Context: an optimization exercise on an open-source flow, tuned for small area. The choices shown serve that exercise and are no tape-out recipe.
In this exercise RTL edits were held to simulation tests only and were not proved equivalent to the original.
Power is estimated from default activity; no workload was simulated. The flow treats the clock pin as an ideal source, which a real chip does not have.

`flow/flow/run.sh`:
```
#!/bin/bash
# Standard ORFS layout (the standard.sh, synthesis included) with these
# knobs changed:
#  - before floorplan, combinational cells are put back to drive 1
#    (flow/downsize.tcl); repair sizes up where needed;
#  - port buffers use the small sky130_fd_sc_hd__buf_1 (repair may upsize);
#  - CTS inserts no dummy loads, and clusters up to 25 sinks per
#    clkbuf_16 leaf buffer.
set -euo pipefail
export PRE_FLOORPLAN_TCL="$PWD/flow/downsize.tcl"
export BUFFER_PORTS_ARGS="-buffer_cell sky130_fd_sc_hd__buf_1"
export CTS_ARGS="-sink_clustering_enable -repair_clock_nets -dont_use_dummy_load -buf_list sky130_fd_sc_hd__clkbuf_16 -root_buf sky130_fd_sc_hd__clkbuf_16 -sink_clustering_size 25 -sink_clustering_max_diameter 100"
bash standard.sh > standard_flow.log 2>&1
```
`flow/flow/downsize.tcl`:
```
# Before floorplan: put every combinational cell that synthesis sized up
# back to its drive-1 variant (same function); the later repair steps size
# up again only where slew, capacitance or timing need it.
set db [ord::get_db]
set block [ord::get_db_block]
set n 0
foreach inst [$block getInsts] {
  set name [[$inst getMaster] getName]
  if { ![regexp {^(sky130_fd_sc_hd__[a-z0-9]+)_([0-9]+)$} $name -> base drive] } {
    continue
  }
  if { $drive <= 1 } {
    continue
  }
  if { [regexp {df|dl|buf|inv|conb|tap|fill|decap} $base] } {
    continue
  }
  set m1 [$db findMaster ${base}_1]
  if { $m1 ne "NULL" && $m1 ne "" } {
    $inst swapMaster $m1
    incr n
  }
}
puts "downsize.tcl: $n instances set to drive 1"
```
`flow/standard.sh`:
```
#!/bin/bash
# synth_recipe.tcl (not shown) runs the flow's synth.tcl, then flattens the netlist and writes it again
# the make line also repeats each setting of config.mk as NAME=value (left out here)
make -C /OpenROAD-flow-scripts/flow DESIGN_CONFIG=/design/flow/config.mk WORK_HOME=/design/flow/orfs CLKGATE_MAP_FILE= SYNTH_SCRIPT=/design/flow/synth_recipe.tcl "${@:-finish}"
```
`flow/config.mk`:
```
export PLATFORM = sky130hd
export DESIGN_NAME = data_mem_responder
export DESIGN_NICKNAME = data_mem_responder
export VERILOG_FILES = /design/flow/design.v
export SDC_FILE = /design/flow/constraint.sdc
export NUM_CORES = 4
export LEC_CHECK = 0
export CAP_MARGIN = 20
export CORE_MARGIN = 2
export CORE_UTILIZATION = 40
export SLEW_MARGIN = 20
export SYNTH_HIERARCHICAL = 1
```
`flow/constraint.sdc`:
```
create_clock -name core_clock -period 6.0 [get_ports {clk}]
set_input_delay 1.2000 -clock core_clock [delete_from_list [all_inputs] [get_ports {clk}]]
set_output_delay 1.2000 -clock core_clock [all_outputs]
set_load 0.01 [all_outputs]
```
`flow/design.v`:
```
package dmem_pkg;
    localparam int DMEM_DEPTH = 32;
    localparam int DMEM_IDX_W = 5;
endpackage
module dmem_array
#(
    parameter int DATA_W = 32,
    parameter int DEPTH  = dmem_pkg::DMEM_DEPTH,
    parameter int IDX_W  = dmem_pkg::DMEM_IDX_W
) (
    input  logic              clk,
    input  logic              i_clr,
    input  logic              i_kill,
    input  logic [IDX_W-1:0]  i_kaddr,
    input  logic              i_set,
    input  logic [DATA_W-1:0] i_sdata,
    input  logic [3:0]        i_rlo,
    input  logic [DEPTH/4-1:0] i_rhi,
    input  logic              i_show,
    output logic [DATA_W-1:0] o_rdata,
    output logic              o_zero
);
    logic                         r_par;
    logic [DEPTH-1:0][DATA_W-1:0] r_bits;
    logic [DEPTH-1:0][DATA_W-1:0] w_next;
    logic [DEPTH-1:0]             w_row_r;
    logic [DEPTH-1:0]             w_rsel_n;
    logic [DATA_W-1:0]            w_col_d;
    logic [DATA_W-1:0]            w_col_z;
    logic                         w_show0_n;
    logic                         w_show1_n;
    always_ff @(posedge clk) begin
        r_par <= ~r_par & ~i_clr;
    end
    always_comb begin
        for (int i = 0; i < DEPTH; i++) begin
            w_rsel_n[i] = ~(i_rlo[i % 4] & i_rhi[i / 4]);
            w_row_r[i]  = i_clr | (i_kill & (i_kaddr == IDX_W'(i))) |
                          (i_set & ~w_rsel_n[i]);
        end
    end
    assign w_col_d = {DATA_W{i_clr | i_kill}} | (i_sdata ^ {DATA_W{r_par}});
    for (genvar i = 0; i < DEPTH; i++) begin : g_row
        for (genvar j = 0; j < DATA_W; j++) begin : g_bit
            dmem_cell_nx u_nx (
                .i_r (w_row_r[i]),
                .i_c (w_col_d[j]),
                .i_s (r_bits[i][j]),
                .o_y (w_next[i][j])
            );
        end
    end
    always_ff @(posedge clk) begin
        r_bits <= w_next;
    end
    assign w_show0_n = ~(i_show & ~r_par);
    assign w_show1_n = ~(i_show & r_par);
    for (genvar j = 0; j < DATA_W; j++) begin : g_col
        logic [DEPTH-1:0] w_col_s;
        for (genvar i = 0; i < DEPTH; i++) begin : g_s
            assign w_col_s[i] = r_bits[i][j];
        end
        dmem_rd_col #(.DEPTH(DEPTH)) u_col (
            .i_sel_n   (w_rsel_n),
            .i_s       (w_col_s),
            .i_show0_n (w_show0_n),
            .i_show1_n (w_show1_n),
            .o_z       (w_col_z[j]),
            .o_q       (o_rdata[j])
        );
    end
    assign o_zero = r_par ? ~(|w_col_z) : (&w_col_z);
endmodule
module dmem_cell_nx (
    input  logic i_r,
    input  logic i_c,
    input  logic i_s,
    output logic o_y
);
    assign o_y = ~((i_r & i_c) | i_s);
endmodule
module dmem_rd_col
#(
    parameter int DEPTH = dmem_pkg::DMEM_DEPTH
) (
    input  logic [DEPTH-1:0] i_sel_n,
    input  logic [DEPTH-1:0] i_s,
    input  logic             i_show0_n,
    input  logic             i_show1_n,
    output logic             o_z,
    output logic             o_q
);
    logic [DEPTH/2-1:0] w_pz;
    for (genvar k = 0; k < DEPTH / 2; k++) begin : g_pair
        dmem_rd_pair u_pair (
            .i_sel_n0 (i_sel_n[2*k]),
            .i_s0     (i_s[2*k]),
            .i_sel_n1 (i_sel_n[2*k+1]),
            .i_s1     (i_s[2*k+1]),
            .o_z      (w_pz[k])
        );
    end
    assign o_z = |w_pz;
    dmem_rd_out u_out (
        .i_z       (o_z),
        .i_show0_n (i_show0_n),
        .i_show1_n (i_show1_n),
        .o_q       (o_q)
    );
endmodule
module dmem_rd_pair (
    input  logic i_sel_n0,
    input  logic i_s0,
    input  logic i_sel_n1,
    input  logic i_s1,
    output logic o_z
);
    assign o_z = ~((i_sel_n0 | i_s0) & (i_sel_n1 | i_s1));
endmodule
module dmem_rd_out (
    input  logic i_z,
    input  logic i_show0_n,
    input  logic i_show1_n,
    output logic o_q
);
    assign o_q = ~(i_z ? i_show1_n : i_show0_n);
endmodule
module data_mem_responder
#(
    parameter int DATA_W = 32,
    parameter int ADDR_W = 10,
    parameter int DEPTH  = dmem_pkg::DMEM_DEPTH
) (
    input  logic              clk,
    input  logic              reset,
    input  logic              req_valid,
    output logic              req_ready,
    input  logic              req_write,
    input  logic [ADDR_W-1:0] req_addr,
    input  logic [DATA_W-1:0] req_wdata,
    output logic              resp_valid,
    input  logic              resp_ready,
    output logic [DATA_W-1:0] resp_rdata,
    output logic              resp_err,
    output logic              resp_zero
);
    localparam int IDX_W = dmem_pkg::DMEM_IDX_W;
    logic               r_wait;
    logic               r_resp;
    logic [3:0]         r_rlo;
    logic [DEPTH/4-1:0] r_rhi;
    logic               r_load;
    logic               r_err;
    logic               r_zero;
    logic [DATA_W-1:0]  r_wdata;
    logic               w_idle;
    logic               w_accept;
    logic               w_in_range;
    logic               w_mem_we;
    logic               w_mem_zero;
    assign w_idle     = ~r_wait & ~r_resp;
    assign w_accept   = req_valid & w_idle;
    assign w_in_range = (req_addr[ADDR_W-1:IDX_W] == '0);
    assign w_mem_we   = w_accept & req_write & w_in_range;
    dmem_array #(
        .DATA_W (DATA_W),
        .DEPTH  (DEPTH),
        .IDX_W  (IDX_W)
    ) u_array (
        .clk     (clk),
        .i_clr   (reset),
        .i_kill  (w_mem_we),
        .i_kaddr (req_addr[IDX_W-1:0]),
        .i_set   (r_wait & ~r_load & ~r_err),
        .i_sdata (r_wdata),
        .i_rlo   (r_rlo),
        .i_rhi   (r_rhi),
        .i_show  (r_resp & r_load),
        .o_rdata (resp_rdata),
        .o_zero  (w_mem_zero)
    );
    always_ff @(posedge clk) begin
        if (reset) begin
            r_wait <= 1'b0;
            r_resp <= 1'b0;
        end else begin
            r_wait <= w_accept;
            r_resp <= r_wait | (r_resp & ~resp_ready);
        end
    end
    always_ff @(posedge clk) begin
        if (w_idle) begin
            for (int k = 0; k < 4; k++)
                r_rlo[k] <= (req_addr[1:0] == 2'(k));
            for (int k = 0; k < DEPTH / 4; k++)
                r_rhi[k] <= (req_addr[IDX_W-1:2] == (IDX_W-2)'(k));
            r_load <= ~req_write & w_in_range;
            r_err  <= ~w_in_range;
        end
    end
    always_ff @(posedge clk) begin
        r_wdata <= req_wdata;
    end
    always_ff @(posedge clk) begin
        r_zero <= ~r_load | w_mem_zero;
    end
    assign req_ready  = w_idle;
    assign resp_valid = r_resp;
    assign resp_err   = r_resp & r_err;
    assign resp_zero  = r_resp & r_zero;
endmodule
```
==> results of run 1 <==
## metal layers
layer,global-route usage (%),vias up,wire (um)
met2,35.7,1246,44500
met5,0,-,31
li1,-,12284,-
met1,36.9,12802,50500
met4,7.52,4,3160
met3,5.07,152,10300
## final cells by class
class                           instances  area share (%)
Tap cell                             1060            3.64
Clock buffer                           48            3.29
Multi-Input combinational cell       1943            30.3
Sequential cell                      1074            59.3
Timing Repair Buffer                  202            3.40
Inverter                                1          0.0103
## power groups by stage
stage / Sequential, mW / Combinational [mW] / Clock, mW
2_1_floorplan: 8.65 / 1.17 / 0
3_3_place_gp: 8.79 / 1.94 / 0
3_5_place_dp: 8.77 / 2.00 / 0
4_1_cts: 8.62 / 1.99 / 3.66
5_1_grt: 8.76 / 2.18 / 3.91
6_report: 8.64 / 2.06 / 3.61
## placed cells by master (no fill, tap or decap), drive strengths merged
cell    count
dfxtp    1060
a21oi    1032
o22ai     512
buf       202
nor4      135
nand2      71
clkbuf     48
nand4      39
xnor2      32
mux2i      32
a221o      25
edfxtp     14
nor2       10
and2        9
nor3        6
nor2b       6
nand2b      6
and3        5
nand3       5
nor3b       3
o21ai       3
or4         2
and3b       2
nor4b       2
or2         1
or4bb       1
inv         1
o31ai       1
and4        1
nand4b      1
o41ai       1
## through the flow
stage / setup slack [ns] / instance area, um^2 / cells
2_1_floorplan: 1.55 / 32700 / 3047
3_3_place_gp: 1.19 / 35200 / 4279
3_5_place_dp: 1.26 / 35300 / 4280
4_1_cts: 0.665 / 36500 / 4328
5_1_grt: 0.509 / 36500 / 4328
6_report: 0.461 / 36500 / 4328
## how the worst max path moves through the flow
stage	start	endpoint	slack [ns]	cells after the start
floorplan	req_addr[6]	u_array.r_bits[896]	1.55	5
global placement	r_rlo[3]	r_zero	1.19	10
detailed placement	r_rlo[3]	r_zero	1.26	10
CTS	r_rlo[3]	resp_rdata[31]	0.66	7
global route	r_rlo[3]	resp_rdata[31]	0.51	7
finish	r_rlo[2]	resp_rdata[31]	0.46	6
## worst reg2reg max path: stages, from the launching register on
cell and delay [ns]:
edfxtp_1 0.60, nand2_2 0.71, o22ai_1 0.17, nor4_1 1.00
nand4_1 0.56, nor4_1 0.99, and4_1 0.34, nand4_1 0.10
o41ai_1 0.27, nand2b_1 0.14
## state kept, by name, summed over array words and instances (netlist names)
register        flops
r_rhi               8
r_load              1
r_wait              1
u_array.r_bits   1024
u_array.r_par       1
r_resp              1
r_zero              1
r_wdata            32
r_rlo               4
r_err               1
==> key figures, run 1 <==
Clock network
  • CTS buffer count: 48
  • Num Clock Sinks: 1,074
  • CTS clk-pin slew, worst paths: 0.10 ns
  • Root Driver: clkbuf_16
  • CTS tree: built
  • Hold_buf cts: 0
  • H-tree levels: 2
  • Post-CTS setup buffer count: 0
  • PostCTS Resize Cnt: 0
  • Max clock buf depth: 3
  • Clock latency on the worst-skew pair: between 0.6 and 0.7 ns

Drt
  • Routed Antenna Nets: 0
  • Drt total wl: between 100,000 and 150,000 um
  • WL/cell: approximately 25 um
  • Initial DRC count: roughly 2,900
  • Drt drc: 0
  • Via count: ~26,000
  • Vias per std cell: between 6 and 7
  • Total iterations of the first detailed-routing run: 5

Placed design
  • GPL Wtd Cong: 0.902
  • Post-DP HPWL: slightly below 70,000 um
  • PortBufs: roughly 80

Global route
  • Largest net degree at the start of global routing: 38
  • Total global routing overflow: 0
  • Tot GR Track Use: between 20% and 30%
  • Vias in the first global route: about 25,000
  • Initial antenna violation count: 2
  • First-pass GRT wire length: 160,000 um

Timing
  • Setup TNS Final: 0 ns
  • Final setup skew: approximately 0.04 ns
  • Worst-margin pin slew: roughly 1.3 ns
  • Final Slew Violations: 0
  • Worst hold margin: 0.411 ns
  • RSZ-0062 raised after global routing: no
  • Final Hold Vio Count: 0
  • Final setup fails: 0
  • Crit share post-route: a little over 90%
  • Achievable Freq: between 150 and 200 MHz
  • Final min period: 5.54 ns
  • Slew HR: about 14%

Power and ir drop
  • Pint: between 10 and 15 mW
  • P_leak: 13.6 nW
  • Switch Pwr: roughly 4 mW
  • Combinational share of power: approximately 14%
  • Power Density: roughly 400 nW/um^2
  • Seq pwr share: 60.4%
  • Clock power share: 25.2%
  • Tot Pwr: around 14 mW
  • VDD IR-drop max: between 0.2 and 0.25 mV
  • Sw frac: between 20 and 30%

Setup path
  • Arrival @ worst endpoint: ~4.3 ns
  • Worst r2r src: r_rlo[2]
  • Crit-path cells: nand2_2, o22ai_1, nor4_1, nand4_1, mux2i_1, buf_1
  • Critical Path Fanout Max: 24
  • Worst endpoint required time: approximately 4.8 ns
  • CP Capture Type: output port
  • Critical Path Slowest Stage Cell: nor4_1
  • WP buf/inv: 1
  • Worst R2R End: r_zero
  • WS Path Type: reg2out
  • Worst reg2reg path depth: 9
  • Worst setup SP type: flip-flop
  • R2r setup slk: approximately 1.1 ns
  • Largest stage delay on the critical path: 1.00 ns
  • Family with the most delay on the worst path: simple AND/OR/NAND/NOR gates

Hold path
  • Hold endpoint: u_array.r_bits[699]
  • Hold crit path type: reg2reg
  • Hold depth: 1
  • Hold wc startpoint: u_array.r_bits[699]

Layout
  • Register Area: 21,600 um^2
  • Fin nets: 3,317
  • # fillers: around 7,600
  • Post-layout util: between 40% and 50%
  • Area of the multi-input gates: 11,100 um^2
  • N_diodes: 0
  • Share of layout cells above drive strength 1: about 5.6%

Floorplanning
  • DIE AREA: approximately 84,000 um^2
  • Cell row count: around 100
  • I/O Pins: between 80 and 90
  • Die Y-Extent: around 290 um
  • Core ar.: between 80,000 and 90,000 um^2
  • Initial Utilization: between 40 and 50%
  • Die X: just under 300 um

Synthesis
  • Syn nets: 3,094
  • Ys Warns: 8
  • Gate Count Post-Synth: approximately 3,000

Run
  • Max-cap violations: 0

Run status
  • Outcome: timing/DRC/antenna clean
==> run 2, diff against run 1 <==
==> flow/flow/run.sh (replaced) <==
#!/bin/bash
# Standard ORFS layout (the standard.sh, synthesis included) with these
# knobs changed:
#  - before floorplan, combinational cells are put back to drive 1
#    (flow/downsize.tcl); repair sizes up where needed;
#  - port buffers use the small sky130_fd_sc_hd__buf_1 (repair may upsize);
#  - CTS inserts no dummy loads, and clusters up to 32 sinks per
#    clkbuf_16 leaf buffer.
set -euo pipefail
export PRE_FLOORPLAN_TCL="$PWD/flow/downsize.tcl"
export BUFFER_PORTS_ARGS="-buffer_cell sky130_fd_sc_hd__buf_1"
export CTS_ARGS="-sink_clustering_enable -repair_clock_nets -dont_use_dummy_load -buf_list sky130_fd_sc_hd__clkbuf_16 -root_buf sky130_fd_sc_hd__clkbuf_16 -sink_clustering_size 32 -sink_clustering_max_diameter 120"
bash standard.sh > standard_flow.log 2>&1
==> run 2 against run 1 <==
Critical path depth unchanged. Routed wire length is 0.31% lower. Hold slack improved by 0.0029 ns.
==> key figures, run 2 <==
Setup path
  • R2r setup slk: 0.89 ns (-0.20 ns)
  • Largest stage delay on the critical path: 1.00 ns (about the same)
  • Worst r2r src: r_rlo[2]
  • CP Capture Type: output port
  • Critical Path Fanout Max: 24 (unchanged)
  • Worst reg2reg path depth: 9 (unchanged)
  • Family with the most delay on the worst path: simple AND/OR/NAND/NOR gates
  • Worst setup SP type: flip-flop
  • Worst endpoint required time: 4.80 ns (about the same)
  • Crit-path cells: nand2_2, o22ai_1, nor4_1, nand4_1, mux2i_1, buf_1
  • Critical Path Slowest Stage Cell: nor4_1
  • Arrival @ worst endpoint: 4.38 ns (+0.04 ns)
  • WS Path Type: reg2out
  • Worst R2R End: r_zero
  • WP buf/inv: 1 (unchanged)

Drt
  • Total iterations of the first detailed-routing run: 5 (unchanged)
  • WL/cell: 25.0 um (-0.10%)
  • Met2 routed WL: 44,300 um (-0.56%)
  • Routed Antenna Nets: 0 (unchanged)
  • Vias per std cell: 6.12 (about the same)
  • Routed wl met3: 9410 um (-8.3%)
  • Top sig layer: met5
  • Via count: 26,411 (-0.29%)
  • Metal-1 WL: 50,800 um (+0.62%)
  • Drt total wl: 108,000 um (-0.31%)
  • Initial DRC count: 2,849 (-1.6%)
  • Drt drc: 0 (unchanged)

Global route
  • Tot GR Track Use: 24.7% (about the same)
  • Initial antenna violation count: 2 (unchanged)
  • Vias in the first global route: 24,453 (-0.74%)
  • Total global routing overflow: 0 (unchanged)
  • Largest net degree at the start of global routing: 38 (unchanged)
  • First-pass GRT wire length: 160,000 um (-0.17%)

Placed design
  • Post-DP HPWL: 67,400 um (unchanged)
  • DP Worst Slack: 1.26 ns (unchanged)
  • GPL Wtd Cong: 0.902 (unchanged)
  • PortBufs: 82 (unchanged)

Layout
  • Register Area: 21,600 um^2 (unchanged)
  • Largest registers: u_array.r_bits: 1024 flops, r_wdata: 32 flops, r_rhi: 8 flops
  • Commonest non-fill, non-tap cell in the layout: dfxtp_1
  • Top reg by flops: u_array.r_bits
  • N_diodes: 0 (unchanged)
  • Area of the multi-input gates: 11,100 um^2 (unchanged)
  • Max reg flops: 1,024 (unchanged)
  • Share of layout cells above drive strength 1: 5.37% (-0.26 points)
  • Most frequent cells in the layout: 1,059 x dfxtp_1, 1,032 x a21oi_1, 512 x o22ai_1, 134 x nor4_1, 117 x buf_4
  • # fillers: 7,677 (+0.39%)
  • Post-layout util: 44.9% (-0.28 points)
  • Fin nets: 3,308 (-0.27%)

Floorplanning
  • Cell row count: 104 (unchanged)
  • Die X: 290 um (unchanged)
  • Core ar.: 80,800 um^2 (unchanged)
  • Die Y-Extent: 290 um (unchanged)
  • I/O Pins: 83 (unchanged)
  • Initial Utilization: 40.5% (unchanged)
  • DIE AREA: 84,100 um^2 (unchanged)

Clock network
  • Hold_buf cts: 0 (unchanged)
  • Clock latency on the worst-skew pair: 0.63 ns (about the same)
  • Root Driver: clkbuf_16
  • Num Clock Sinks: 1,074 (unchanged)
  • CTS buffer count: 39 (-19%)
  • CTS clk-pin slew, worst paths: 0.12 ns (+0.02 ns)
  • PostCTS Resize Cnt: 0 (unchanged)
  • Max clock buf depth: 3 (unchanged)
  • H-tree levels: 2 (unchanged)
  • Post-CTS setup buffer count: 0 (unchanged)
  • CTS tree: built

Hold path
  • Hold wc startpoint: u_array.r_bits[699]
  • Hold endpoint: u_array.r_bits[699]
  • Hold crit path type: reg2reg
  • Hold depth: 1 (unchanged)

Synthesis
  • Gate Count Post-Synth: 3,047 (unchanged)
  • Syn nets: 3,094 (unchanged)
  • Ys Warns: 8 (unchanged)

Timing
  • Final WS setup: 0.417 ns (-0.0440 ns)
  • Final Hold Vio Count: 0 (unchanged)
  • Final setup skew: 0.0550 ns (+0.0150 ns)
  • Achievable Freq: 179 MHz (-0.79%)
  • Crit share post-route: 93.0% (+0.73 points)
  • Worst-margin pin slew: 1.29 ns (+0.0125 ns)
  • Final Slew Violations: 0 (unchanged)
  • RSZ-0062 raised after global routing: no
  • Slew HR: 13.1% (-0.84 points)
  • Setup TNS Final: 0 ns (unchanged)
  • Final setup fails: 0 (unchanged)
  • Final min period: 5.58 ns (+0.0440 ns)

Power and ir drop
  • P_leak: 13.5 nW (-0.82%)
  • Power Density: 386 nW/um^2 (-1.6%)
  • VDD IR-drop max: 0.227 mV (+1.4%)

Run status
  • Outcome: timing/DRC/antenna clean

Run
  • Max-cap violations: 0 (unchanged)
-- run 2: changes by cell type in the layout (fill, tap and decap cells not counted) --
cell	previous run	this run
clkbuf_16	48	39
-- run 2: worst max path at each step --
stage                      startpoint             endpoint  slack (ns)  depth (start not counted)
after floorplan           req_addr[6]  u_array.r_bits[896]        1.55                          5
after global placement       r_rlo[3]               r_zero        1.19                         10
after detailed placement     r_rlo[3]               r_zero        1.26                         10
after CTS                    r_rlo[3]       resp_rdata[31]        0.65                          7
after global routing         r_rlo[3]       resp_rdata[31]        0.45                          7
final                        r_rlo[2]       resp_rdata[31]        0.42                          6
-- run 2: area by class of cell --
cell class / count / area share [%]
multi-input combinational: 1943 / 30.5
timing repair buffer: 202 / 3.42
clock buffer: 39 / 2.69
sequential: 1074 / 59.7
tap: 1060 / 3.66
inverter: 1 / 0.0104
-- run 2: layer usage --
layer,global-route usage (%),vias up
met5,0,-
met2,35.5,1205
li1,-,12281
met4,8.23,4
met3,4.69,171
met1,36.9,12750
-- run 2: report_power, final --
group          total, mW  switching, mW  internal [mW]
sequential          8.64          0.514           8.13
clock               3.29           2.10           1.19
combinational       2.06           1.38          0.684
total               14.0           3.99           10.0
-- run 2: worst reg2reg max path, delay by kind of cell, from the launching register on --
kind | cells | cell delay, ns
AND/OR/NAND/NOR | 7 | 4.01
flip-flops | 1 | 0.60
AO/OA/AOI/OAI | 2 | 0.46
-- run 2: through the flow --
step	instances	hold WS, ns	instance area, um^2	total power, mW
global placement	4279	0.397	35200	10.7
detailed placement	4280	0.399	35300	10.8
CTS	4319	0.416	36200	14.0
global route	4319	0.422	36200	14.5
finish	4319	0.414	36200	14.0
floorplan	3047	0.389	32700	9.83
==> run 3, diff against run 2 <==
==> flow/flow/run.sh (replaced) <==
#!/bin/bash
# Standard ORFS layout (the standard.sh, synthesis included) with these
# knobs changed:
#  - before floorplan, combinational cells are put back to drive 1
#    (flow/downsize.tcl); repair sizes up where needed;
#  - port buffers use the small sky130_fd_sc_hd__buf_1 (repair may upsize);
#  - CTS inserts no dummy loads, and clusters up to 28 sinks per
#    clkbuf_16 leaf buffer.
set -euo pipefail
export PRE_FLOORPLAN_TCL="$PWD/flow/downsize.tcl"
export BUFFER_PORTS_ARGS="-buffer_cell sky130_fd_sc_hd__buf_1"
export CTS_ARGS="-sink_clustering_enable -repair_clock_nets -dont_use_dummy_load -buf_list sky130_fd_sc_hd__clkbuf_16 -root_buf sky130_fd_sc_hd__clkbuf_16 -sink_clustering_size 28 -sink_clustering_max_diameter 120"
bash standard.sh > standard_flow.log 2>&1
--- a/flow/config.mk
+++ b/flow/config.mk
@@ -9,4 +9,5 @@
 export CORE_MARGIN = 2
 export CORE_UTILIZATION = 40
+export GPL_TIMING_DRIVEN = 0
 export SLEW_MARGIN = 20
 export SYNTH_HIERARCHICAL = 1
==> run 3 against run 2 <==
Still clean. Sequential power barely moved. Sequential share of layout area fell by 1.9 points. Total power rose by 1.9%. First-iteration DRC count rose by 8.3%. Critical path depth rose by 2. Largest cell class unchanged.
==> key figures, run 3 <==
Timing
  • Final min period: 5.37 ns (-0.218 ns)
  • Slew HR: 6.93% (-6.2 points)
  • Worst-margin pin slew: 1.38 ns (+0.0921 ns)
  • Achievable Freq: 186 MHz (+4.1%)
  • Crit share post-route: 89.4% (-3.6 points)
  • Final Hold Vio Count: 0 (unchanged)
  • Final setup fails: 0 (unchanged)
  • Setup TNS Final: 0 ns (unchanged)
  • Final Slew Violations: 0 (unchanged)
  • Final WS setup: 0.635 ns (+0.218 ns)
  • Final setup skew: 0.0828 ns (+0.0279 ns)
  • RSZ-0062 raised after global routing: no

Layout
  • Max reg flops: 1,024 (unchanged)
  • Commonest non-fill, non-tap cell in the layout: dfxtp_1
  • # fillers: 7,490 (-2.4%)
  • Fin nets: 3,293 (-0.45%)
  • Largest registers: u_array.r_bits: 1024 flops, r_wdata: 32 flops, r_rhi: 8 flops
  • Register Area: 21,600 um^2 (about the same)
  • Area of the multi-input gates: 11,300 um^2 (+2.2%)
  • Most frequent cells in the layout: 1,060 x dfxtp_1, 1,032 x a21oi_1, 512 x o22ai_1, 124 x nor4_1, 90 x buf_1
  • Cell Count, Final, Fillers Out: 4,305 (-0.32%)
  • Post-layout util: 46.3% (+1.5 points)
  • Top reg by flops: u_array.r_bits
  • Share of layout cells above drive strength 1: 7.12% (+1.8 points)

Global route
  • First-pass GRT wire length: 161,000 um (+0.66%)
  • Initial antenna violation count: 4 (+2)
  • Total global routing overflow: 0 (unchanged)
  • Largest net degree at the start of global routing: 33 (-13%)
  • Tot GR Track Use: 24.9% (+0.16 points)
  • Vias in the first global route: 24,723 (+1.1%)

Clock network
  • CTS buffer count: 44 (+13%)
  • Root Driver: clkbuf_16
  • Post-CTS setup buffer count: 0 (unchanged)
  • Hold_buf cts: 0 (unchanged)
  • Max clock buf depth: 3 (unchanged)
  • Num Clock Sinks: 1,074 (unchanged)
  • CTS tree: built
  • H-tree levels: 2 (unchanged)
  • Clock latency on the worst-skew pair: 0.64 ns (about the same)
  • CTS clk-pin slew, worst paths: 0.11 ns (about the same)
  • PostCTS Resize Cnt: 0 (unchanged)

Power and ir drop
  • Switch Pwr: 4.06 mW (+1.7%)
  • VDD IR-drop max: 0.233 mV (+2.5%)
  • Power Density: 381 nW/um^2 (-1.3%)
  • P_leak: 13.9 nW (+3.0%)
  • Combinational share of power: 15.4% (+0.7 points)
  • Sw frac: 28.5% (-0.061 points)
  • Pint: 10.2 mW (+2.0%)
  • Tot Pwr: 14.3 mW (+1.9%)
  • Clock power share: 24.3% (+0.8 points)
  • Seq pwr share: 60.4% (-1.4 points)

Floorplanning
  • DIE AREA: 84,100 um^2 (unchanged)
  • Initial Utilization: 40.5% (unchanged)
  • Die Y-Extent: 290 um (unchanged)
  • I/O Pins: 83 (unchanged)
  • Core ar.: 80,800 um^2 (unchanged)
  • Cell row count: 104 (unchanged)
  • Die X: 290 um (unchanged)

Placed design
  • PortBufs: 82 (unchanged)
  • GPL Wtd Cong: 0.824 (-8.7%)
  • Post-DP HPWL: 70,100 um (+4.1%)
  • Post-Place Cells: 4,260 (-0.47%)
  • DP Worst Slack: 0.996 ns (-0.265 ns)

Drt
  • Total iterations of the first detailed-routing run: 5 (unchanged)
  • WL/cell: 25.4 um (+1.3%)
  • Via count: 26,647 (+0.89%)
  • Initial DRC count: 3,086 (+8.3%)
  • Drt drc: 0 (unchanged)
  • Routed Antenna Nets: 0 (unchanged)
  • Drt total wl: 109,000 um (+0.96%)
  • Vias per std cell: 6.19 (+1.2%)

Setup path
  • Arrival @ worst endpoint: 4.17 ns (-0.21 ns)
  • Worst setup SP type: flip-flop
  • Critical Path Fanout Max: 20 (-17%)
  • R2r setup slk: 1.10 ns (+0.21 ns)
  • Worst r2r src: r_rlo[2]
  • CP Capture Type: output port
  • WS Path Type: reg2out
  • Worst reg2reg path depth: 10 (+1)
  • Worst R2R End: r_zero
  • Worst endpoint required time: 4.80 ns (about the same)

Run status
  • Outcome: timing/DRC/antenna clean

Synthesis
  • Gate Count Post-Synth: 3,047 (unchanged)
  • Ys Warns: 8 (unchanged)
  • Syn nets: 3,094 (unchanged)

Hold path
  • Hold crit path type: reg2reg
  • Hold depth: 1 (unchanged)
  • Hold endpoint: u_array.r_bits[306]
  • Hold wc startpoint: u_array.r_bits[306]

Run
  • Max-cap violations: 0 (unchanged)
## run 3: power groups by stage
| stage | sequential, mW | combinational [mW] | clock, mW |
|---|---|---|---|
| final | 8.61 | 2.19 | 3.46 |
| after global routing | 8.72 | 2.30 | 3.77 |
| after CTS | 8.59 | 2.10 | 3.52 |
| after detailed placement | 8.74 | 2.11 | 0 |
| after global placement | 8.74 | 1.90 | 0 |
| after floorplan | 8.65 | 1.17 | 0 |
## run 3: layer usage
layer	global-route usage [%]	vias to the layer above	share of wire (%)
met3	4.50	162	10
met2	36.4	1270	42
met1	37.4	12937	45
met4	6.50	6	2.5
met5	0	-	0.032
li1	-	12272	-
## run 3: area by class of cell
class,instances,share of cell area (%)
Clock buffer,44,2.94
Buffer,29,0.311
Timing Repair Buffer,153,5.18
Antenna cell,1,0.00669
Sequential cell,1074,57.8
Multi-Input combinational cell,1943,30.2
Inverter,1,0.0100
Tap cell,1060,3.54
## run 3: how the worst max path moves through the flow
stage,cells past startpoint,slack (ns),endpoint,from
2_1_floorplan,5,1.55,u_array.r_bits[896],req_addr[6]
3_3_place_gp,6,-2.15,u_array.r_bits[905],req_addr[6]
3_5_place_dp,8,1.0,u_array.r_bits[901],req_addr[6]
4_1_cts,8,0.76,resp_rdata[23],r_rlo[1]
5_1_grt,8,0.58,resp_rdata[19],r_rlo[1]
6_report,8,0.63,resp_rdata[19],r_rlo[2]
## run 3: worst max-delay path, stage by stage (launching register included)
cell and delay (ns):
edfxtp_1 0.38, clkbuf_1 0.36, nand2_2 0.48, buf_16 0.23
o22ai_1 0.10, nor4_1 0.95, nand4_1 0.30, mux2i_1 0.52
buf_1 0.21
## run 3: stage by stage
stage | instance area [um^2] | hold WS [ns]
2_1_floorplan | 32700 | 0.389
3_3_place_gp | 34400 | 0.397
3_5_place_dp | 36300 | 0.399
4_1_cts | 37400 | 0.408
5_1_grt | 37400 | 0.418
6_report | 37400 | 0.407
==> run 4, diff against run 3 <==
--- a/flow/config.mk
+++ b/flow/config.mk
@@ -9,5 +9,5 @@
 export CORE_MARGIN = 2
 export CORE_UTILIZATION = 40
-export GPL_TIMING_DRIVEN = 0
+export PLACE_DENSITY = 0.75
 export SLEW_MARGIN = 20
 export SYNTH_HIERARCHICAL = 1
==> run 4 against run 3 <==
First-iteration DRC count is 22% higher. Final area is 3.2% lower. Fmax is 2.1% lower. Worst setup slack worse by 0.12 ns. Non-clock buffer count is 6 higher. Largest cell class unchanged. Final cell count is 0.14% higher. Combinational power is 8% lower. Routed wire length is 5.0% lower. Clock-buffer cell count stayed put. Clock skew is 0.019 ns lower. Clock power is 1% lower. Critical path depth is 1 lower.
==> key figures, run 4 <==
Setup path
  • Worst R2R End: r_zero
  • R2r setup slk: 1.11 ns (about the same)
  • Worst Setup SP: r_rlo[0]
  • WS Path Type: reg2out
  • Worst reg2reg path depth: 10 (unchanged)
  • Worst endpoint required time: 4.80 ns (about the same)
  • Arrival @ worst endpoint: 4.28 ns (+0.11 ns)
  • Worst setup SP type: flip-flop
  • Critical Path Slowest Stage Cell: nor4_1
  • Worst setup endpoint: resp_rdata[27]
  • Crit-path cells: nand2_1, buf_4, o22ai_1, nor4_1, nand4_1, mux2i_1, buf_1
  • Worst r2r src: r_rlo[1]
  • Largest stage delay on the critical path: 1.09 ns (+0.14 ns)
  • CP Capture Type: output port
  • Critical Path Fanout Max: 22 (+10%)

Run
  • Max-cap violations: 0 (unchanged)

Run status
  • Outcome: timing/DRC/antenna clean

Layout
  • Most frequent cells in the layout: 1,059 x dfxtp_1, 1,032 x a21oi_1, 512 x o22ai_1, 132 x nor4_1, 105 x buf_4
  • Top reg by flops: u_array.r_bits
  • Fin nets: 3,299 (+0.18%)
  • Max reg flops: 1,024 (unchanged)
  • Commonest non-fill, non-tap cell in the layout: dfxtp_1
  • Largest registers: u_array.r_bits: 1024 flops, r_wdata: 32 flops, r_rhi: 8 flops
  • Share of layout cells above drive strength 1: 4.92% (-2.2 points)
  • Fin area: 36,200 um^2 (-3.2%)

Drt
  • Drt drc: 0 (unchanged)
  • Total iterations of the first detailed-routing run: 6 (+1)
  • Routed Antenna Nets: 0 (unchanged)
  • Drt total wl: 104,000 um (-5.0%)
  • Vias per std cell: 6.32 (+2.1%)
  • Initial DRC count: 3,769 (+22%)
  • WL/cell: 24.1 um (-5.1%)
  • Via count: 27,233 (+2.2%)

Timing
  • Slew HR: 15.1% (+8.1 points)
  • Final min period: 5.48 ns (+0.116 ns)
  • Final setup fails: 0 (unchanged)
  • Final setup skew: 0.0636 ns (-0.0192 ns)
  • Achievable Freq: 182 MHz (-2.1%)
  • Crit share post-route: 91.3% (+1.9 points)
  • Worst hold margin: 0.409 ns (+0.00214 ns)
  • Worst-margin pin slew: 1.26 ns (-0.121 ns)
  • Setup TNS Final: 0 ns (unchanged)
  • RSZ-0062 raised after global routing: no
  • Final Slew Violations: 0 (unchanged)
  • Final Hold Vio Count: 0 (unchanged)

Clock network
  • Max clock buf depth: 3 (unchanged)
  • CTS clk-pin slew, worst paths: 0.11 ns (about the same)
  • CTS tree: built
  • PostCTS Resize Cnt: 0 (unchanged)
  • Num Clock Sinks: 1,074 (unchanged)
  • Post-CTS setup buffer count: 0 (unchanged)
  • Root Driver: clkbuf_16
  • CTS buffer count: 44 (unchanged)
  • Clock latency on the worst-skew pair: 0.63 ns (about the same)
  • H-tree levels: 2 (unchanged)
  • Hold_buf cts: 0 (unchanged)

Synthesis
  • Gate Count Post-Synth: 3,047 (unchanged)
  • Ys Warns: 8 (unchanged)
  • Syn nets: 3,094 (unchanged)

Power and ir drop
  • Tot Pwr: 14.1 mW (-1.2%)
  • P_leak: 13.5 nW (-3.0%)
  • Power Density: 389 nW/um^2 (+2.1%)
  • VDD IR-drop max: 0.298 mV (+28%)

Global route
  • Vias in the first global route: 25,102 (+1.5%)
  • Total global routing overflow: 0 (unchanged)
  • Tot GR Track Use: 23.3% (-1.6 points)
  • Initial antenna violation count: 7 (+3)
  • First-pass GRT wire length: 154,000 um (-4.2%)
  • Largest net degree at the start of global routing: 37 (+12%)

Hold path
  • Hold crit path type: reg2reg

Floorplanning
  • I/O Pins: 83 (unchanged)
  • Core ar.: 80,800 um^2 (unchanged)
  • Initial Utilization: 40.5% (unchanged)
  • Cell row count: 104 (unchanged)
  • DIE AREA: 84,100 um^2 (unchanged)
  • Die Y-Extent: 290 um (unchanged)
  • Die X: 290 um (unchanged)

Placed design
  • PortBufs: 82 (unchanged)
  • GPL Wtd Cong: 0.913 (+11%)
  • Post-DP HPWL: 64,500 um (-8.0%)
  • Dpl cell area: 35,100 um^2 (-3.2%)
==> run 4: layout make-up <==
class                      count  area (um^2)
fill                        7473        44600
multi-input combinational   1943        11000
inverter                       1         3.75
clock buffer                  44         1100
timing repair buffer         188         1110
antenna                        1         2.50
sequential                  1074        21600
tap                         1060         1330
==> run 4: how the worst min path moves through the flow <==
stage	startpoint	to	cells after the start
3_3_place_gp	u_array.r_bits[115]	u_array.r_bits[115]	1
4_1_cts	u_array.r_bits[266]	u_array.r_bits[266]	1
5_1_grt	u_array.r_bits[471]	u_array.r_bits[471]	1
3_5_place_dp	u_array.r_bits[645]	u_array.r_bits[645]	1
6_report	u_array.r_bits[301]	u_array.r_bits[301]	1
2_1_floorplan	u_array.r_bits[0]	u_array.r_bits[0]	1
==> run 4: where the power goes <==
part	leakage [nW]	internal (mW)	switching (mW)
Clock	0.542	1.32	2.09
Sequential	9.07	8.13	0.523
Combinational	3.86	0.661	1.35
Total	13.5	10.1	3.97
==> run 4: worst max-delay path, delay by kind of cell, from the launching register on <==
kind	cells	cell delay, ns
and+or+nand+nor	3	2.10
AOI/OAI and AO/OA	1	0.12
muxes	1	0.29
buffers and inverters	2	0.56
DFF	1	0.57
==> run 4: layer usage <==
metal	wire, um	track usage (%)	vias up	share of wire [%]
met3	13000	6.17	229	13
met1	43500	32.9	13096	42
met5	40	0	-	0.039
met2	43100	34.0	1655	42
li1	-	-	12247	-
met4	3980	8.92	6	3.8
==> run 4: per-stage QoR <==
step	utilization [%]	setup WS, ns	std cells
floorplan	-	1.55	3047
global placement	43.4	1.20	4265
detailed placement	43.4	1.35	4266
CTS	44.8	0.650	4310
global route	44.8	0.505	4310
finish	44.8	0.519	4311
==> run 5, diff against run 4 <==
--- a/flow/config.mk
+++ b/flow/config.mk
@@ -9,5 +9,4 @@
 export CORE_MARGIN = 2
 export CORE_UTILIZATION = 40
-export PLACE_DENSITY = 0.75
 export SLEW_MARGIN = 20
 export SYNTH_HIERARCHICAL = 1
==> run 5 against run 4 <==
Final area rose by 0.38%. Register-to-register slack got worse by 0.13 ns. Global-route usage rose by 1.4 points. Clock power rose by 1%. Critical path depth fell by 1. Fmax fell by 0.97%. Core utilization rose by 0.17 points. Worst setup slack got worse by 0.053 ns. Total power rose by 0.60%. Clock-buffer cell count did not move. Sequential cell count did not move. Critical path type unchanged. Largest cell class unchanged.
==> key figures, run 5 <==
Setup path
  • Worst setup SP type: flip-flop
  • Critical Path Fanout Max: 24 (+9.1%)
  • Worst Setup SP: r_rlo[2]
  • Worst endpoint required time: 4.80 ns (about the same)
  • R2r setup slk: 0.98 ns (-0.13 ns)
  • CP Capture Type: output port
  • WS Path Type: reg2out
  • Worst r2r src: r_rlo[2]
  • Arrival @ worst endpoint: 4.33 ns (+0.05 ns)

Clock network
  • CTS tree: built
  • Hold_buf cts: 0 (unchanged)
  • CTS clk-pin slew, worst paths: 0.11 ns (about the same)
  • H-tree levels: 2 (unchanged)
  • Clock latency on the worst-skew pair: 0.64 ns (about the same)
  • Max clock buf depth: 3 (unchanged)
  • Num Clock Sinks: 1,074 (unchanged)
  • PostCTS Resize Cnt: 0 (unchanged)
  • CTS buffer count: 44 (unchanged)
  • Root Driver: clkbuf_16
  • Post-CTS setup buffer count: 0 (unchanged)

Drt
  • Met2 routed WL: 44,100 um (+2.2%)
  • Routed wl met3: 9800 um (-25%)
  • Via count: 26,452 (-2.9%)
  • Total iterations of the first detailed-routing run: 5 (-1)
  • WL/cell: 25.0 um (+4.0%)
  • Vias per std cell: 6.12 (-3.2%)
  • Drt total wl: 108,000 um (+4.3%)
  • Initial DRC count: 2,889 (-23%)
  • Metal-1 WL: 50,700 um (+17%)
  • Top sig layer: met5
  • Routed Antenna Nets: 0 (unchanged)
  • Drt drc: 0 (unchanged)

Layout
  • Top reg by flops: u_array.r_bits
  • Largest registers: u_array.r_bits: 1024 flops, r_wdata: 32 flops, r_rhi: 8 flops
  • Most frequent cells in the layout: 1,059 x dfxtp_1, 1,032 x a21oi_1, 512 x o22ai_1, 134 x nor4_1, 117 x buf_4
  • Max reg flops: 1,024 (unchanged)
  • Fin nets: 3,313 (+0.42%)
  • Commonest non-fill, non-tap cell in the layout: dfxtp_1
  • N_diodes: 0 (-1)
  • Cell Count, Final, Fillers Out: 4,324 (+0.30%)
  • Share of layout cells above drive strength 1: 5.51% (+0.59 points)

Synthesis
  • Ys Warns: 8 (unchanged)
  • Syn nets: 3,094 (unchanged)
  • Gate Count Post-Synth: 3,047 (unchanged)

Timing
  • Worst-margin pin slew: 1.35 ns (+0.0858 ns)
  • Final setup fails: 0 (unchanged)
  • Final Hold Vio Count: 0 (unchanged)
  • Final setup skew: 0.0598 ns (-0.00386 ns)
  • RSZ-0062 raised after global routing: no
  • Final Slew Violations: 0 (unchanged)
  • Slew HR: 9.28% (-5.8 points)
  • Crit share post-route: 92.2% (+0.89 points)
  • Final min period: 5.53 ns (+0.0535 ns)
  • Achievable Freq: 181 MHz (-0.97%)
  • Setup TNS Final: 0 ns (unchanged)

Power and ir drop
  • Seq pwr share: 61.0% (-0.4 points)
  • Pint: 10.1 mW (+0.23%)
  • Tot Pwr: 14.2 mW (+0.60%)
  • Power Density: 390 nW/um^2 (+0.21%)
  • Combinational share of power: 14.5% (+0.2 points)
  • P_leak: 13.5 nW (+0.57%)
  • Sw frac: 28.5% (+0.26 points)
  • VDD IR-drop max: 0.267 mV (-10%)
  • Clock power share: 24.5% (+0.2 points)
  • Switch Pwr: 4.03 mW (+1.5%)

Floorplanning
  • I/O Pins: 83 (unchanged)
  • Cell row count: 104 (unchanged)
  • Die X: 290 um (unchanged)
  • DIE AREA: 84,100 um^2 (unchanged)
  • Core ar.: 80,800 um^2 (unchanged)
  • Initial Utilization: 40.5% (unchanged)
  • Die Y-Extent: 290 um (unchanged)

Placed design
  • Post-DP HPWL: 67,400 um (+4.5%)
  • GPL Wtd Cong: 0.902 (-1.2%)
  • PortBufs: 82 (unchanged)
  • Post-Place Cells: 4,280 (+0.33%)

Global route
  • Tot GR Track Use: 24.7% (+1.4 points)
  • First-pass GRT wire length: 160,000 um (+3.7%)
  • Largest net degree at the start of global routing: 38 (+2.7%)
  • Initial antenna violation count: 2 (-5)
  • Vias in the first global route: 24,467 (-2.5%)
  • Total global routing overflow: 0 (unchanged)

Hold path
  • Hold wc startpoint: u_array.r_bits[699]
  • Hold crit path type: reg2reg

Run
  • Max-cap violations: 0 (unchanged)

Run status
  • Outcome: timing/DRC/antenna clean
[run 5: per-layer routing]
| layer | track usage, % | up-vias |
|---|---|---|
| li1 | - | 12278 |
| met1 | 37.0 | 12819 |
| met2 | 35.6 | 1168 |
| met3 | 4.54 | 183 |
| met4 | 7.93 | 4 |
| met5 | 0 | - |
[run 5: area by class of cell]
class                           instances  area [um^2]
Tap cell                             1060         1330
Sequential cell                      1074        21600
Clock buffer                           44         1100
Fill cell                            7655        44400
Inverter                                1         3.75
Timing Repair Buffer                  202         1240
Multi-Input combinational cell       1943        11100
[run 5: final timing paths]
| path | end | cells after the start |
|---|---|---|
| min reg2reg | u_array.r_bits[699] | 1 |
| min | u_array.r_bits[699] | 1 |
| max reg2reg | r_zero | 9 |
| max | resp_rdata[31] | 6 |
[run 5: worst max-delay path, stage by stage (launching register included)]
cell      delay [ns]
edfxtp_1        0.62
nand2_2         0.72
o22ai_1         0.15
nor4_1          1.00
nand4_1         0.55
mux2i_1         0.45
buf_1           0.19
[run 5: through the flow]
step	instance area, um^2	setup WS [ns]	util, %	hold slack (ns)
after global routing	36400	0.535	45.0	0.420
after global placement	35200	1.19	43.6	0.397
after floorplan	32700	1.55	-	0.389
final	36400	0.466	45.0	0.413
after detailed placement	35300	1.26	43.6	0.399
after CTS	36400	0.674	45.0	0.414
[run 5: power by group through the flow]
| stage | Sequential, mW | Combinational, mW | Clock (mW) |
|---|---|---|---|
| 3_3_place_gp | 8.79 | 1.94 | 0 |
| 5_1_grt | 8.76 | 2.18 | 3.76 |
| 6_report | 8.64 | 2.06 | 3.47 |
| 3_5_place_dp | 8.77 | 2.00 | 0 |
| 2_1_floorplan | 8.65 | 1.17 | 0 |
| 4_1_cts | 8.62 | 1.99 | 3.52 |
==> run 6, diff against run 5 <==
==> flow/flow/run.sh (replaced) <==
#!/bin/bash
# Standard ORFS layout (the standard.sh, synthesis included) with these
# knobs changed:
#  - before floorplan, combinational cells are put back to drive 1
#    (flow/downsize.tcl); repair sizes up where needed;
#  - port buffers use the small sky130_fd_sc_hd__buf_1 (repair may upsize);
#  - CTS inserts no dummy loads, and clusters up to 30 sinks per
#    clkbuf_16 leaf buffer.
set -euo pipefail
export PRE_FLOORPLAN_TCL="$PWD/flow/downsize.tcl"
export BUFFER_PORTS_ARGS="-buffer_cell sky130_fd_sc_hd__buf_1"
export CTS_ARGS="-sink_clustering_enable -repair_clock_nets -dont_use_dummy_load -buf_list sky130_fd_sc_hd__clkbuf_16 -root_buf sky130_fd_sc_hd__clkbuf_16 -sink_clustering_size 30 -sink_clustering_max_diameter 120"
bash standard.sh > standard_flow.log 2>&1
--- a/flow/config.mk
+++ b/flow/config.mk
@@ -9,4 +9,5 @@
 export CORE_MARGIN = 2
 export CORE_UTILIZATION = 40
+export PLACE_DENSITY = 0.8
 export SLEW_MARGIN = 20
 export SYNTH_HIERARCHICAL = 1
==> run 6 against run 5 <==
Fmax rose by 5.0%. Sequential cell count unchanged. Clock skew increased by 0.0067 ns. Worst setup slack better by 0.26 ns. Total power is 0.46% lower. Clock power is 4% lower. Clock-buffer cell count down 3. First-iteration DRC count rose by 45%. Critical path type unchanged. Critical endpoint is now resp_rdata[25]. Largest cell class unchanged. Largest power group unchanged.
==> key figures, run 6 <==
Timing
  • Slew HR: 15.2% (+5.9 points)
  • Final Hold Vio Count: 0 (unchanged)
  • Final setup fails: 0 (unchanged)
  • Crit share post-route: 87.8% (-4.4 points)
  • Worst hold margin: 0.413 ns (+0.000301 ns)
  • Final setup skew: 0.0664 ns (+0.00667 ns)
  • RSZ-0062 raised after global routing: no
  • Final min period: 5.27 ns (-0.264 ns)
  • Setup TNS Final: 0 ns (unchanged)
  • Worst-margin pin slew: 1.26 ns (-0.0878 ns)
  • Final WS setup: 0.730 ns (+0.264 ns)
  • Achievable Freq: 190 MHz (+5.0%)
  • Final Slew Violations: 0 (unchanged)

Setup path
  • Worst reg2reg path depth: 10 (+1)
  • Worst endpoint required time: 4.80 ns (about the same)
  • CP Capture Type: output port
  • Arrival @ worst endpoint: 4.07 ns (-0.26 ns)
  • WP buf/inv: 2 (+1)
  • Critical Path Slowest Stage Cell: nor4_1
  • Crit-path cells: nand2_1, buf_4, o22ai_1, nor4_1, nand4_1, mux2i_1, buf_1
  • Largest stage delay on the critical path: 0.80 ns (-0.20 ns)
  • Instance count on the critical path: 7 (+1)
  • Critical Path Fanout Max: 18 (-25%)
  • Worst setup SP type: flip-flop
  • WS Path Type: reg2out
  • Family with the most delay on the worst path: simple AND/OR/NAND/NOR gates

Global route
  • Tot GR Track Use: 24.0% (-0.72 points)
  • Largest net degree at the start of global routing: 37 (-2.6%)
  • Vias in the first global route: 25,964 (+6.1%)
  • Total global routing overflow: 0 (unchanged)
  • First-pass GRT wire length: 158,000 um (-1.1%)
  • Initial antenna violation count: 4 (+2)

Drt
  • Drt total wl: 107,000 um (-0.70%)
  • Total iterations of the first detailed-routing run: 8 (+3)
  • Via count: 27,974 (+5.8%)
  • Vias per std cell: 6.46 (+5.6%)
  • Drt drc: 0 (unchanged)
  • Initial DRC count: 4,191 (+45%)
  • Routed Antenna Nets: 0 (unchanged)
  • WL/cell: 24.8 um (-0.86%)

Layout
  • Share of layout cells above drive strength 1: 5.90% (+0.39 points)
  • Fin nets: 3,319 (+0.18%)
  • Area of the multi-input gates: 11,100 um^2 (+0.32%)
  • Largest registers: u_array.r_bits: 1024 flops, r_wdata: 32 flops, r_rhi: 8 flops
  • Commonest non-fill, non-tap cell in the layout: dfxtp_1
  • # fillers: 7,420 (-3.1%)
  • Register Area: 21,600 um^2 (unchanged)
  • Top reg by flops: u_array.r_bits
  • Max reg flops: 1,024 (unchanged)
  • Cell Count, Final, Fillers Out: 4,331 (+0.16%)
  • Most frequent cells in the layout: 1,059 x dfxtp_1, 1,032 x a21oi_1, 512 x o22ai_1, 125 x buf_4, 123 x nor4_1

Hold path
  • Hold depth: 1 (unchanged)
  • Hold crit path type: reg2reg

Clock network
  • CTS buffer count: 41 (-6.8%)
  • Post-CTS setup buffer count: 0 (unchanged)
  • CTS tree: built
  • PostCTS Resize Cnt: 0 (unchanged)
  • Hold_buf cts: 0 (unchanged)
  • Root Driver: clkbuf_16
  • Max clock buf depth: 3 (unchanged)
  • CTS clk-pin slew, worst paths: 0.11 ns (about the same)
  • H-tree levels: 2 (unchanged)
  • Num Clock Sinks: 1,074 (unchanged)
  • Clock latency on the worst-skew pair: 0.63 ns (about the same)

Placed design
  • PortBufs: 82 (unchanged)
  • DP Worst Slack: 1.60 ns (+0.340 ns)
  • GPL Wtd Cong: 0.939 (+4.1%)
  • Post-DP HPWL: 68,200 um (+1.2%)
  • Post-Place Cells: 4,289 (+0.21%)

Power and ir drop
  • Power Density: 387 nW/um^2 (-0.58%)
  • Seq pwr share: 61.5% (+0.5 points)
  • Tot Pwr: 14.1 mW (-0.46%)
  • Sw frac: 28.6% (+0.17 points)
  • Combinational share of power: 14.9% (+0.4 points)
  • Switch Pwr: 4.04 mW (+0.13%)
  • VDD IR-drop max: 0.232 mV (-13%)
  • Clock power share: 23.6% (-0.9 points)
  • P_leak: 13.6 nW (+0.18%)
  • Pint: 10.1 mW (-0.70%)

Floorplanning
  • Core ar.: 80,800 um^2 (unchanged)
  • Die Y-Extent: 290 um (unchanged)
  • Initial Utilization: 40.5% (unchanged)
  • I/O Pins: 83 (unchanged)
  • DIE AREA: 84,100 um^2 (unchanged)
  • Die X: 290 um (unchanged)
  • Cell row count: 104 (unchanged)

Synthesis
  • Ys Warns: 8 (unchanged)
  • Gate Count Post-Synth: 3,047 (unchanged)
  • Syn nets: 3,094 (unchanged)

Run status
  • Outcome: timing/DRC/antenna clean

Run
  • Max-cap violations: 0 (unchanged)
run 6: metrics by stage:
step / area (um^2) / utilization [%]
after CTS: 36300 / 45.0
after global routing: 36400 / 45.1
after detailed placement: 35300 / 43.7
after floorplan: 32700 / -
final: 36400 / 45.1
after global placement: 35300 / 43.7
run 6: power by group through the flow:
| stage | clock (mW) | combinational, mW | sequential [mW] |
|---|---|---|---|
| finish | 3.33 | 2.10 | 8.67 |
| global route | 3.58 | 2.18 | 8.77 |
| CTS | 3.32 | 1.97 | 8.65 |
| detailed placement | 0 | 1.98 | 8.79 |
| global placement | 0 | 1.91 | 8.78 |
| floorplan | 0 | 1.17 | 8.65 |
run 6: final cells by class:
class / count / area share (%)
flip-flops and latches: 1074 / 59.4
multi-input cells: 1943 / 30.5
well taps: 1060 / 3.64
repair buffers: 211 / 3.63
clock buffers: 41 / 2.82
inverters: 1 / 0.0103
diodes: 1 / 0.00687
run 6: final timing paths:
path / start / slack [ns] / end
hold reg to reg: u_array.r_bits[945] / 0.41 / u_array.r_bits[945]
setup / recovery: r_rlo[2] / 0.73 / resp_rdata[25]
setup reg to reg: r_rlo[0] / 1.47 / r_zero
hold / removal: u_array.r_bits[945] / 0.41 / u_array.r_bits[945]
run 6: layer usage:
metal / up-vias / track usage (%) / part of all wire (%)
met3: 283 / 7.84 / 15
met5: - / 0 / 0.020
li1: 12278 / - / -
met4: 4 / 10.5 / 4.6
met1: 13461 / 33.5 / 41
met2: 1948 / 33.5 / 40
run 6: worst reg2reg max path: cells and delay by family, from the launching register on:
family          cells  cell delay [ns]
buf+inv             1             0.34
simple gates        7             3.17
flops               1             0.59
compound gates      2             0.37
==> run 7, diff against run 6 <==
--- a/flow/config.mk
+++ b/flow/config.mk
@@ -9,5 +9,5 @@
 export CORE_MARGIN = 2
 export CORE_UTILIZATION = 40
-export PLACE_DENSITY = 0.8
+export PLACE_DENSITY = 0.7
 export SLEW_MARGIN = 20
 export SYNTH_HIERARCHICAL = 1
==> run 7 against run 6 <==
Worst setup slack got worse by 0.19 ns. Routed wire length is 5.1% lower. Register-to-register slack worse by 0.74 ns. Die area did not move. Largest cell class unchanged. Sequential share of layout area rose by 0.38 points.
==> key figures, run 7 <==
Clock network
  • CTS clk-pin slew, worst paths: 0.12 ns (about the same)
  • CTS buffer count: 41 (unchanged)
  • Clock latency on the worst-skew pair: 0.62 ns (about the same)
  • Max clock buf depth: 3 (unchanged)
  • CTS tree: built
  • PostCTS Resize Cnt: 0 (unchanged)
  • Num Clock Sinks: 1,074 (unchanged)
  • H-tree levels: 2 (unchanged)
  • Post-CTS setup buffer count: 0 (unchanged)
  • Root Driver: clkbuf_16
  • Hold_buf cts: 0 (unchanged)

Setup path
  • Worst R2R End: r_zero
  • Crit-path cells: nand2_1, buf_4, o22ai_1, nor4_1, nand4_1, mux2i_1, buf_1
  • CP Capture Type: output port
  • Worst endpoint required time: 4.80 ns (about the same)
  • Worst setup SP type: flip-flop
  • Critical Path Fanout Max: 22 (+4)
  • Critical Path Slowest Stage Cell: nor4_1
  • R2r setup slk: 0.73 ns (-0.74 ns)
  • Arrival @ worst endpoint: 4.26 ns (+0.19 ns)
  • WS Path Type: reg2out
  • Family with the most delay on the worst path: simple AND/OR/NAND/NOR gates
  • WP buf/inv: 2 (unchanged)
  • Largest stage delay on the critical path: 0.88 ns (+0.08 ns)
  • Worst reg2reg path depth: 11 (+1)
  • Worst r2r src: r_rlo[0]

Placed design
  • DP Worst Slack: 1.25 ns (-0.349 ns)
  • GPL Wtd Cong: 0.886 (-5.7%)
  • PortBufs: 82 (unchanged)
  • Post-DP HPWL: 63,300 um (-7.2%)
  • Dpl cell area: 35,100 um^2 (-0.73%)

Timing
  • Final min period: 5.46 ns (+0.194 ns)
  • Final setup skew: 0.0345 ns (-0.0320 ns)
  • Final WS setup: 0.536 ns (-0.194 ns)
  • Final Hold Vio Count: 0 (unchanged)
  • Final setup fails: 0 (unchanged)
  • Slew HR: 21.2% (+6.0 points)
  • Setup TNS Final: 0 ns (unchanged)
  • Worst-margin pin slew: 1.18 ns (-0.0818 ns)
  • Final Slew Violations: 0 (unchanged)
  • Achievable Freq: 183 MHz (-3.5%)
  • RSZ-0062 raised after global routing: no
  • Crit share post-route: 91.1% (+3.2 points)
  • Worst hold margin: 0.414 ns (+0.000793 ns)

Floorplanning
  • Core ar.: 80,800 um^2 (unchanged)
  • Initial Utilization: 40.5% (unchanged)
  • Die X: 290 um (unchanged)
  • Cell row count: 104 (unchanged)
  • I/O Pins: 83 (unchanged)
  • DIE AREA: 84,100 um^2 (unchanged)
  • Die Y-Extent: 290 um (unchanged)

Global route
  • First-pass GRT wire length: 153,000 um (-3.4%)
  • Largest net degree at the start of global routing: 38 (+2.7%)
  • Vias in the first global route: 24,890 (-4.1%)
  • Initial antenna violation count: 4 (unchanged)
  • Tot GR Track Use: 23.1% (-0.89 points)
  • Total global routing overflow: 0 (unchanged)

Layout
  • # fillers: 7,515 (+1.3%)
  • Fin nets: 3,294 (-0.75%)
  • Most frequent cells in the layout: 1,059 x dfxtp_1, 1,032 x a21oi_1, 512 x o22ai_1, 134 x nor4_1, 101 x buf_4
  • Commonest non-fill, non-tap cell in the layout: dfxtp_1
  • Share of layout cells above drive strength 1: 4.81% (-1.1 points)
  • Area of the multi-input gates: 11,000 um^2 (-0.42%)
  • Top reg by flops: u_array.r_bits
  • Largest registers: u_array.r_bits: 1024 flops, r_wdata: 32 flops, r_rhi: 8 flops
  • Fin area: 36,200 um^2 (-0.63%)
  • Register Area: 21,600 um^2 (unchanged)
  • Max reg flops: 1,024 (unchanged)

Drt
  • Drt total wl: 102,000 um (-5.1%)
  • Routed Antenna Nets: 0 (unchanged)
  • Drt drc: 0 (unchanged)
  • WL/cell: 23.7 um (-4.5%)
  • Total iterations of the first detailed-routing run: 6 (-2)
  • Via count: 26,921 (-3.8%)
  • Vias per std cell: 6.25 (-3.2%)
  • Initial DRC count: 3,430 (-18%)

Synthesis
  • Gate Count Post-Synth: 3,047 (unchanged)
  • Ys Warns: 8 (unchanged)
  • Syn nets: 3,094 (unchanged)

Power and ir drop
  • Power Density: 386 nW/um^2 (-0.45%)
  • VDD IR-drop max: 0.275 mV (+19%)
  • Tot Pwr: 14.0 mW (-1.1%)
  • P_leak: 13.4 nW (-0.94%)

Hold path
  • Hold wc startpoint: u_array.r_bits[398]
  • Hold depth: 1 (unchanged)
  • Hold crit path type: reg2reg
  • Hold endpoint: u_array.r_bits[398]

Run status
  • Outcome: timing/DRC/antenna clean

Run
  • Max-cap violations: 0 (unchanged)
## run 7: changes by cell type in the layout (fill, tap and decap cells not counted), moves of 3 or more
cell | previous run | this run
buf_4 | 125 | 101
nor4_2 | 12 | 1
nor4_1 | 123 | 134
buf_12 | 3 | 0
## run 7: layout make-up
cell class | instances | share of cell area (%)
multi-input combinational | 1943 | 30.5
timing repair buffer | 186 | 3.14
clock buffer | 41 | 2.84
sequential | 1074 | 59.8
antenna | 2 | 0.0138
inverter | 1 | 0.0104
tap | 1060 | 3.67
## run 7: worst max path at each step
stage	startpoint	slack (ns)	end	depth (start not counted)
3_5_place_dp	req_addr[6]	1.25	u_array.r_bits[940]	6
4_1_cts	r_rlo[0]	0.79	resp_rdata[13]	6
5_1_grt	r_rlo[0]	0.44	resp_rdata[17]	6
6_report	r_rlo[0]	0.54	resp_rdata[0]	7
3_3_place_gp	req_addr[5]	1.34	u_array.r_bits[951]	6
2_1_floorplan	req_addr[6]	1.55	u_array.r_bits[896]	5
## run 7: metrics by stage
stage               utilization, %  std cells
floorplan                        -       3047
global placement              43.4       4261
detailed placement            43.4       4261
CTS                           44.7       4302
global route                  44.8       4305
finish                        44.8       4307
## run 7: per-layer routing
metal | part of all wire, % | vias to the layer above | wire length, um | track usage [%]
met5 | 0.029 | - | 30 | 0
met4 | 3.4 | 4 | 3480 | 8.60
met3 | 11 | 240 | 11200 | 5.37
met2 | 42 | 1452 | 42500 | 33.6
met1 | 44 | 12980 | 44800 | 33.2
li1 | - | 12245 | - | -
## run 7: power by group
group	internal, mW	switching, mW
Clock	1.24	2.08
Combinational	0.665	1.31
Sequential	8.13	0.527
Total	10.0	3.92
==> run 8, diff against run 7 <==
--- a/flow/config.mk
+++ b/flow/config.mk
@@ -9,5 +9,5 @@
 export CORE_MARGIN = 2
 export CORE_UTILIZATION = 40
-export PLACE_DENSITY = 0.7
+export PLACE_DENSITY = 0.75
 export SLEW_MARGIN = 20
 export SYNTH_HIERARCHICAL = 1
==> run 8 against run 7 <==
Clock power about the same. Register-to-register slack better by 0.34 ns. Sequential cell count unchanged. Routed wire length grew 1.4%. Sequential share of layout area is essentially flat. Final area about the same. Critical endpoint is now resp_rdata[2]. Largest cell class unchanged. Largest power group unchanged.
==> key figures, run 8 <==
Layout
  • # fillers: 7,486 (-0.39%)
  • Most frequent cells in the layout: 1,059 x dfxtp_1, 1,032 x a21oi_1, 512 x o22ai_1, 131 x nor4_1, 105 x buf_4
  • Top reg by flops: u_array.r_bits
  • Post-layout util: 44.8% (about the same)
  • Largest registers: u_array.r_bits: 1024 flops, r_wdata: 32 flops, r_rhi: 8 flops
  • Max reg flops: 1,024 (unchanged)
  • Area of the multi-input gates: 11,000 um^2 (about the same)
  • Register Area: 21,600 um^2 (unchanged)
  • Share of layout cells above drive strength 1: 4.87% (+0.059 points)
  • Fin nets: 3,296 (+0.061%)
  • Commonest non-fill, non-tap cell in the layout: dfxtp_1

Clock network
  • PostCTS Resize Cnt: 0 (unchanged)
  • Post-CTS setup buffer count: 0 (unchanged)
  • CTS tree: built
  • H-tree levels: 2 (unchanged)
  • Max clock buf depth: 3 (unchanged)
  • CTS buffer count: 41 (unchanged)
  • Root Driver: clkbuf_16
  • Hold_buf cts: 0 (unchanged)
  • CTS clk-pin slew, worst paths: 0.12 ns (about the same)
  • Clock latency on the worst-skew pair: 0.63 ns (about the same)
  • Num Clock Sinks: 1,074 (unchanged)

Power and ir drop
  • P_leak: 13.4 nW (about the same)
  • VDD IR-drop max: 0.222 mV (-19%)
  • Tot Pwr: 14.0 mW (+0.23%)
  • Power Density: 387 nW/um^2 (+0.27%)

Floorplanning
  • Die Y-Extent: 290 um (unchanged)
  • Die X: 290 um (unchanged)
  • Initial Utilization: 40.5% (unchanged)
  • I/O Pins: 83 (unchanged)
  • DIE AREA: 84,100 um^2 (unchanged)
  • Core ar.: 80,800 um^2 (unchanged)
  • Cell row count: 104 (unchanged)

Drt
  • WL/cell: 24.0 um (+1.3%)
  • Drt drc: 0 (unchanged)
  • Via count: 27,218 (+1.1%)
  • Initial DRC count: 3,849 (+12%)
  • Vias per std cell: 6.32 (+1.0%)
  • Drt total wl: 103,000 um (+1.4%)
  • Routed Antenna Nets: 0 (unchanged)
  • Total iterations of the first detailed-routing run: 5 (-1)

Timing
  • Final Hold Vio Count: 0 (unchanged)
  • Final setup fails: 0 (unchanged)
  • RSZ-0062 raised after global routing: no
  • Final WS setup: 0.442 ns (-0.0947 ns)
  • Final Slew Violations: 0 (unchanged)
  • Final min period: 5.56 ns (+0.0947 ns)
  • Crit share post-route: 92.6% (+1.6 points)
  • Final setup skew: 0.0400 ns (+0.00558 ns)
  • Worst-margin pin slew: 1.31 ns (+0.129 ns)
  • Slew HR: 12.0% (-9.2 points)
  • Setup TNS Final: 0 ns (unchanged)
  • Achievable Freq: 180 MHz (-1.7%)

Placed design
  • Post-DP HPWL: 64,500 um (+1.9%)
  • PortBufs: 82 (unchanged)
  • DP Worst Slack: 1.35 ns (+0.0930 ns)
  • GPL Wtd Cong: 0.913 (+3.0%)

Hold path
  • Hold wc startpoint: u_array.r_bits[463]
  • Hold depth: 1 (unchanged)
  • Hold crit path type: reg2reg

Global route
  • Tot GR Track Use: 23.2% (+0.17 points)
  • Initial antenna violation count: 7 (+3)
  • Largest net degree at the start of global routing: 37 (-2.6%)
  • Vias in the first global route: 24,916 (+0.10%)
  • Total global routing overflow: 0 (unchanged)
  • First-pass GRT wire length: 154,000 um (+0.58%)

Setup path
  • Worst reg2reg path depth: 10 (-1)
  • Worst setup SP type: flip-flop
  • Worst Setup SP: r_rlo[1]
  • CP Capture Type: output port
  • Arrival @ worst endpoint: 4.36 ns (+0.10 ns)
  • Critical Path Fanout Max: 18 (-18%)
  • Worst r2r src: r_rlo[1]
  • R2r setup slk: 1.07 ns (+0.34 ns)
  • Worst endpoint required time: 4.80 ns (about the same)
  • WS Path Type: reg2out

Run
  • Max-cap violations: 0 (unchanged)

Run status
  • Outcome: timing/DRC/antenna clean

Synthesis
  • Gate Count Post-Synth: 3,047 (unchanged)
  • Ys Warns: 8 (unchanged)
  • Syn nets: 3,094 (unchanged)
==> run 8: area by class of cell <==
| class | count | share of cell area, % |
|---|---|---|
| Tap cell | 1060 | 3.67 |
| Timing Repair Buffer | 188 | 3.07 |
| Inverter | 1 | 0.0104 |
| Clock buffer | 41 | 2.84 |
| Sequential cell | 1074 | 59.8 |
| Antenna cell | 3 | 0.0208 |
| Multi-Input combinational cell | 1943 | 30.5 |
==> run 8: report_power, final <==
group          internal (mW)  switching (mW)  total (mW)
registers               8.13           0.522        8.65
logic                  0.661            1.35        2.02
clock network           1.24            2.07        3.32
==> run 8: per-layer routing <==
layer	vias up	routed length, um	global-route usage (%)
li1	12263	-	-
met1	13101	44100	32.9
met2	1631	42800	33.7
met5	-	39	0
met4	6	4060	9.21
met3	217	12300	6.10
==> run 8: stage by stage <==
step	hold slack, ns	cells	cell area [um^2]
floorplan	0.389	3047	32700
global placement	0.396	4265	35100
detailed placement	0.399	4266	35100
CTS	0.415	4307	36100
global route	0.420	4307	36200
finish	0.413	4310	36200
==> run 8: path summary, 6_finish.rpt <==
| kind | endpoint |
|---|---|
| max reg2reg | r_zero |
| max | resp_rdata[2] |
| min reg2reg | u_array.r_bits[463] |
| min | u_array.r_bits[463] |
==> run 8: worst max-delay path: stages (launching register included) <==
cell and delay, ns:
edfxtp_1 0.57, nand2_1 0.71, buf_4 0.36, o22ai_1 0.09
nor4_1 0.98, nand4_1 0.47, mux2i_1 0.36, buf_1 0.19

==> separate check: timing with driven ports <==
How much do the figures lean on ideal ports? The routed layouts below were timed once more, with nothing changed but the port constraints. Step 1 sets driving cells, clkbuf_16 on the clock port and buf_2 on the other inputs (assumed; they add their load-dependent delay and slew). Step 2 also shifts input and output timing later by t, the mid clock arrival at the registers, as if the neighbouring blocks saw the same clock. Slacks: no drivers / after step 1 / after step 2; pairs: no drivers / after step 1.
| run | t, ns | setup slack, ns |
|---|---|---|
| run 1 | 0.693 | 0.461 / 0.391 / 1.083 |
| run 2 | 0.672 | 0.417 / 0.349 / 0.887 |
| run 3 | 0.666 | 0.635 / 0.569 / 1.099 |
| run 4 | 0.669 | 0.519 / 0.453 / 1.106 |
| run 5 | 0.680 | 0.466 / 0.398 / 0.982 |
| run 6 | 0.660 | 0.730 / 0.672 / 1.332 |
| run 7 | 0.665 | 0.536 / 0.475 / 0.728 |
| run 8 | 0.664 | 0.442 / 0.378 / 1.042 |
After both steps setup and hold are still met in every run listed.
